This design comes from an exercise in tuning for a short achievable clock period and few clock cycles on the open sky130 flow, not from production work.
The RTL of this run was laid out without a check of its function.
Power figures rest on the tool's default switching activity, not on a simulated workload.

==> flow/config.mk <==
export PLATFORM = sky130hd
export DESIGN_NAME = dcache
export DESIGN_NICKNAME = dcache
export VERILOG_FILES = /design/flow/design.v
export SDC_FILE = /design/flow/constraint.sdc
export NUM_CORES = 4
export LEC_CHECK = 0
export CAP_MARGIN = 20
export CORE_MARGIN = 2
export CORE_UTILIZATION = 75
export PLACE_DENSITY = 0.88
export SETUP_SLACK_MARGIN = 4.5
export SLEW_MARGIN = 20
export TNS_END_PERCENT = 100
==> flow/constraint.sdc <==
create_clock -name core_clock -period 10.0 [get_ports {CLK}]
set_input_delay 2.0000 -clock core_clock [delete_from_list [all_inputs] [get_ports {CLK}]]
set_output_delay 2.0000 -clock core_clock [all_outputs]
set_load 0.01 [all_outputs]
==> flow/design.v <==
package cachePkg;
    typedef logic [31:0] word_t;
    typedef logic [31:0] addr_t;
    typedef logic [25:0] tag_t;    
    typedef logic [2:0] index_t;   
    typedef struct packed {
        logic ren;
        logic wen;
        addr_t addr;
        word_t store;
    } cpuReq_t;
    typedef struct packed {
        logic hit;       
        word_t load;
    } cpuResp_t;
    typedef struct packed {
        logic ren;
        logic wen;
        addr_t addr;
        word_t store;
    } memReq_t;
    typedef struct packed {
        logic busy;      
        word_t load;
    } memResp_t;
endpackage
`timescale 1ns/1ns
module tagArray (
    input logic CLK,
    input logic nRST,
    input cachePkg::tag_t reqTag,
    input cachePkg::index_t reqIndex,
    input cachePkg::index_t missIndex,
    input logic touch,
    input logic markDirty,
    input logic fill,
    input logic fillDirty,
    output logic [15:0] lineHit,
    output logic reqVictimDirty,     
    output logic victimWay,          
    output cachePkg::tag_t victimTag
);
    localparam int numSets = 8;
    cachePkg::tag_t tags [numSets][2];
    logic [1:0] valid [numSets];
    logic [1:0] dirty [numSets];
    logic [numSets-1:0] lru;     
    always_comb begin
        for (int s = 0; s < numSets; s++) begin
            for (int w = 0; w < 2; w++) begin
                lineHit[2 * s + w] = (reqIndex == s[2:0]) && valid[s][w] && (tags[s][w] == reqTag);
            end
        end
    end
    assign reqVictimDirty = valid[reqIndex][lru[reqIndex]] && dirty[reqIndex][lru[reqIndex]];
    assign victimWay = lru[missIndex];
    assign victimTag = tags[missIndex][victimWay];
    always_ff @(posedge CLK, negedge nRST) begin
        if (!nRST) begin
            for (int s = 0; s < numSets; s++) begin
                valid[s] <= 2'b00;
                dirty[s] <= 2'b00;
            end
            lru <= '0;
        end else begin
            for (int s = 0; s < numSets; s++) begin
                if (fill && missIndex == s[2:0]) begin
                    valid[s][victimWay] <= 1'b1;
                    dirty[s][victimWay] <= fillDirty;
                    lru[s] <= ~victimWay;
                end else begin
                    for (int w = 0; w < 2; w++) begin
                        if (touch && lineHit[2 * s + w]) begin
                            lru[s] <= ~w[0];
                            if (markDirty) begin
                                dirty[s][w] <= 1'b1;
                            end
                        end
                    end
                end
            end
        end
    end
    always_ff @(posedge CLK) begin
        for (int s = 0; s < numSets; s++) begin
            for (int w = 0; w < 2; w++) begin
                if (fill && missIndex == s[2:0] && victimWay == w[0]) begin
                    tags[s][w] <= reqTag;
                end
            end
        end
    end
endmodule
`timescale 1ns/1ns
module dataArray (
    input logic CLK,
    input logic reqWordSel,
    input logic [15:0] lineHit,
    input logic hitWrite,
    input cachePkg::word_t cpuStore,
    input logic fill,
    input cachePkg::index_t missIndex,
    input logic victimWay,
    input cachePkg::word_t fillReqWord,
    input cachePkg::word_t fillOtherWord,
    output cachePkg::word_t loadWord,        
    input logic victimWordSel,
    output cachePkg::word_t victimWord
);
    localparam int numSets = 8;
    cachePkg::word_t words [numSets][2][2];    
    always_comb begin
        loadWord = '0;
        for (int s = 0; s < numSets; s++) begin
            for (int w = 0; w < 2; w++) begin
                loadWord = loadWord | ({32{lineHit[2 * s + w]}} & words[s][w][reqWordSel]);
            end
        end
    end
    assign victimWord = words[missIndex][victimWay][victimWordSel];
    cachePkg::word_t writeData [2];
    always_comb begin
        for (int k = 0; k < 2; k++) begin
            if (!fill) writeData[k] = cpuStore;
            else if (reqWordSel == k[0]) writeData[k] = fillReqWord;
            else writeData[k] = fillOtherWord;
        end
    end
    always_ff @(posedge CLK) begin
        for (int s = 0; s < numSets; s++) begin
            for (int w = 0; w < 2; w++) begin
                for (int k = 0; k < 2; k++) begin
                    if ((fill && missIndex == s[2:0] && victimWay == w[0])
                        || (hitWrite && lineHit[2 * s + w] && reqWordSel == k[0])) begin
                        words[s][w][k] <= writeData[k];
                    end
                end
            end
        end
    end
endmodule
`timescale 1ns/1ns
module cacheControl (
    input logic CLK,
    input logic nRST,
    input cachePkg::cpuReq_t cpuReq,
    input logic [15:0] lineHit,
    input logic reqVictimDirty,
    input cachePkg::tag_t victimTag,
    input cachePkg::word_t victimWord,
    input cachePkg::word_t loadWord,
    input cachePkg::memResp_t memResp,
    output cachePkg::cpuResp_t cpuResp,
    output cachePkg::index_t missIndex,
    output logic touch,
    output logic markDirty,
    output logic fill,
    output logic victimWordSel,
    output cachePkg::word_t fillReqWord,
    output cachePkg::memReq_t memReq
);
    logic idle;      
    logic rdA;       
    logic wb0;       
    logic wb1;       
    logic rdB;       
    logic wb;
    logic request;
    logic hit;
    logic done;
    cachePkg::word_t missLoad;   
    assign request = cpuReq.ren || cpuReq.wen;
    assign hit = |lineHit;
    assign done = !memResp.busy;
    assign wb = wb0 || wb1;
    always_ff @(posedge CLK, negedge nRST) begin
        if (!nRST) begin
            idle <= 1'b1;
            rdA <= 1'b0;
            wb0 <= 1'b0;
            wb1 <= 1'b0;
            rdB <= 1'b0;
        end else begin
            if (idle) begin
                if (request && !hit) begin
                    idle <= 1'b0;
                    rdA <= !done;
                    wb0 <= done && reqVictimDirty;
                    rdB <= done && !reqVictimDirty;
                end
            end
            if (rdA && done) begin
                rdA <= 1'b0;
                wb0 <= reqVictimDirty;
                rdB <= !reqVictimDirty;
            end
            if (wb0 && done) begin
                wb0 <= 1'b0;
                wb1 <= 1'b1;
            end
            if (wb1 && done) begin
                wb1 <= 1'b0;
                rdB <= 1'b1;
            end
            if (rdB && done) begin
                rdB <= 1'b0;
                idle <= 1'b1;
            end
        end
    end
    always_ff @(posedge CLK) begin
        if (idle) begin
            missIndex <= cpuReq.addr[5:3];
        end
    end
    always_ff @(posedge CLK, negedge nRST) begin
        if (!nRST) begin
            missLoad <= '0;
        end else if (rdB && done) begin
            missLoad <= '0;
        end else if (((idle && request && !hit) || rdA) && done) begin
            missLoad <= memResp.load;
        end
    end
    assign cpuResp.hit = hit || (rdB && done);
    assign cpuResp.load = loadWord | missLoad;
    assign touch = idle && request;
    assign markDirty = cpuReq.wen;
    assign fill = rdB && done;
    assign victimWordSel = wb1;
    assign fillReqWord = cpuReq.wen ? cpuReq.store : missLoad;
    assign memReq.ren = idle ? (request && !hit) : (rdA || rdB);
    assign memReq.wen = wb;
    assign memReq.addr = {wb ? victimTag : cpuReq.addr[31:6], cpuReq.addr[5:3],
                          rdB ? !cpuReq.addr[2] : (wb ? wb1 : cpuReq.addr[2]), 2'b00};
    assign memReq.store = victimWord;
endmodule
`timescale 1ns/1ns
module dcacheTop (
    input logic CLK,
    input logic nRST,
    input cachePkg::cpuReq_t cpuReq,
    output cachePkg::cpuResp_t cpuResp,
    output cachePkg::memReq_t memReq,
    input cachePkg::memResp_t memResp
);
    cachePkg::tag_t reqTag;
    cachePkg::index_t reqIndex;
    logic reqWordSel;
    logic [15:0] lineHit;
    logic reqVictimDirty;
    logic victimWay;
    cachePkg::tag_t victimTag;
    cachePkg::word_t victimWord;
    cachePkg::word_t loadWord;
    cachePkg::index_t missIndex;
    logic touch;
    logic markDirty;
    logic fill;
    logic victimWordSel;
    cachePkg::word_t fillReqWord;
    assign reqTag = cpuReq.addr[31:6];
    assign reqIndex = cpuReq.addr[5:3];
    assign reqWordSel = cpuReq.addr[2];
    cacheControl cacheControl_inst (
        .CLK(CLK),
        .nRST(nRST),
        .cpuReq(cpuReq),
        .lineHit(lineHit),
        .reqVictimDirty(reqVictimDirty),
        .victimTag(victimTag),
        .victimWord(victimWord),
        .loadWord(loadWord),
        .memResp(memResp),
        .cpuResp(cpuResp),
        .missIndex(missIndex),
        .touch(touch),
        .markDirty(markDirty),
        .fill(fill),
        .victimWordSel(victimWordSel),
        .fillReqWord(fillReqWord),
        .memReq(memReq)
    );
    tagArray tagArray_inst (
        .CLK(CLK),
        .nRST(nRST),
        .reqTag(reqTag),
        .reqIndex(reqIndex),
        .missIndex(missIndex),
        .touch(touch),
        .markDirty(markDirty),
        .fill(fill),
        .fillDirty(cpuReq.wen),
        .lineHit(lineHit),
        .reqVictimDirty(reqVictimDirty),
        .victimWay(victimWay),
        .victimTag(victimTag)
    );
    dataArray dataArray_inst (
        .CLK(CLK),
        .reqWordSel(reqWordSel),
        .lineHit(lineHit),
        .hitWrite(touch && markDirty),
        .cpuStore(cpuReq.store),
        .fill(fill),
        .missIndex(missIndex),
        .victimWay(victimWay),
        .fillReqWord(fillReqWord),
        .fillOtherWord(memResp.load),
        .loadWord(loadWord),
        .victimWordSel(victimWordSel),
        .victimWord(victimWord)
    );
endmodule
`timescale 1ns/1ns
module dcache (
    input  logic        CLK,
    input  logic        nRST,
    input  logic        cpu_ren,
    input  logic        cpu_wen,
    input  logic [31:0] cpu_addr,
    input  logic [31:0] cpu_store,
    output logic        cpu_hit,
    output logic [31:0] cpu_load,
    output logic        mem_ren,
    output logic        mem_wen,
    output logic [31:0] mem_addr,
    output logic [31:0] mem_store,
    input  logic        mem_busy,
    input  logic [31:0] mem_load
);
    cachePkg::cpuReq_t cpuReq;
    cachePkg::cpuResp_t cpuResp;
    cachePkg::memReq_t memReq;
    cachePkg::memResp_t memResp;
    assign cpuReq.ren = cpu_ren;
    assign cpuReq.wen = cpu_wen;
    assign cpuReq.addr = cpu_addr;
    assign cpuReq.store = cpu_store;
    assign cpu_hit = cpuResp.hit;
    assign cpu_load = cpuResp.load;
    assign mem_ren = memReq.ren;
    assign mem_wen = memReq.wen;
    assign mem_addr = memReq.addr;
    assign mem_store = memReq.store;
    assign memResp.busy = mem_busy;
    assign memResp.load = mem_load;
    dcacheTop dcacheTop_inst (
        .CLK(CLK),
        .nRST(nRST),
        .cpuReq(cpuReq),
        .cpuResp(cpuResp),
        .memReq(memReq),
        .memResp(memResp)
    );
endmodule
==> flow/run.sh <==
#!/bin/bash
# synth_recipe.tcl (not shown) runs the flow's synth.tcl, then flattens the netlist and writes it again
# the make line also repeats each setting of config.mk as NAME=value (left out here)
make -C /OpenROAD-flow-scripts/flow DESIGN_CONFIG=/design/flow/config.mk WORK_HOME=/design/flow/orfs CLKGATE_MAP_FILE= SYNTH_SCRIPT=/design/flow/synth_recipe.tcl finish
==> impl_metrics.json <==
{
  "synthDistinctLibCells": 75,
  "grt_use_total": 0.939,
  "num_rows": 114,
  "clockRootBuffer": "clkbuf_16",
  "yosysWarningCount": 8,
  "seq_area_frac_synth": 0.623,
  "grt_overflow": 1236,
  "fp.dieH_um": 315,
  "start_util": 0.754,
  "syn_area_mm2": 0.0726,
  "synth_seq_cells": 1520,
  "place_congestion": 1.08,
  "numCtsBuffers": 152,
  "synth-edff-count": 1443,
  "haltStage": "global routing",
  "first-error": "[ERROR GRT-0116] Global routing finished with congestion. Check the congestion regions in the DRC Viewer.",
  "grt_pass1_wl_mm": 658,
  "synthCells": 5519,
  "htree_levels": 4,
  "die_w_um": 315,
  "hpwl_mm": 195,
  "status": "did not finish",
  "place_ws_ps": 1330,
  "async_reset_ff_frac": 0.0507,
  "ios": 200,
  "ys.flop_type": "edfxtp_1",
  "io_buffers": 195,
  "clockBufferDepth": 3,
  "grt_pass1_vias": 82939,
  "numClockSinks": 1520,
  "grt_max_degree": 74,
  "avgSynthCellArea_um2": 13.2,
  "dp_cells": 6775
}
synth_stat cells (all sizes together), types with 88 or more instances:
| library cell | number | area (µm²) |
|---|---|---|
| o22ai | 199 | 1240 |
| nor4 | 88 | 572 |
| mux2i | 540 | 5410 |
| o21ai | 202 | 1010 |
| nor2 | 191 | 717 |
| buf | 137 | 709 |
| edfxtp | 1443 | 43300 |
| clkbuf | 295 | 1110 |
| nand3 | 100 | 500 |
| a21oi | 90 | 450 |
| a221oi | 154 | 1350 |
| a222oi | 90 | 901 |
| nand4 | 208 | 1300 |
| a22oi | 211 | 1580 |
| xnor2 | 349 | 3060 |
| a22o | 98 | 858 |
| nor3 | 109 | 551 |
| nand2 | 302 | 1130 |
kinds of logic after synthesis:
group	Yosys count	synth area share
other cells	1	0.0000517
simple gates	1164	0.0825
buf+inv	497	0.0284
flops	1520	0.623
compound gates	1358	0.137
xor+xnor	416	0.0502
mux	563	0.0788
layer usage:
metal  track usage  GRT overflow
met1         0.944           217
met2         0.989           369
met3         0.897           210
met4         0.921           410
met5         0.782            30
repair_timing:
item                                    CTS
setup endpoints to repair               776
setup buffers                           381
endpoints found under the hold margin     0
cloned                                   64
hold buffers                              0
resized for setup                      1366
pin swaps                               237
worst min path at each step:
stage / to / slack [ps]
4_1_cts: dcacheTop_inst.tagArray_inst.valid[0][1] / 480
3_3_place_gp: dcacheTop_inst.tagArray_inst.valid[0][1] / 440
3_5_place_dp: dcacheTop_inst.tagArray_inst.valid[0][1] / 460
2_1_floorplan: dcacheTop_inst.tagArray_inst.valid[0][0] / 430
power by group through the flow:
stage                     sequential (mW)  clock [mW]  combinational [mW]
after floorplan                      7.50           0                1.62
after global placement               7.57           0                2.82
after detailed placement             7.58           0                2.91
after CTS                            7.46        5.66                3.57
through the flow:
step           instance area [µm²]  power (mW)
2_1_floorplan                74000        9.12
3_3_place_gp                 77200        10.4
3_5_place_dp                 77300        10.5
4_1_cts                      92400        16.7
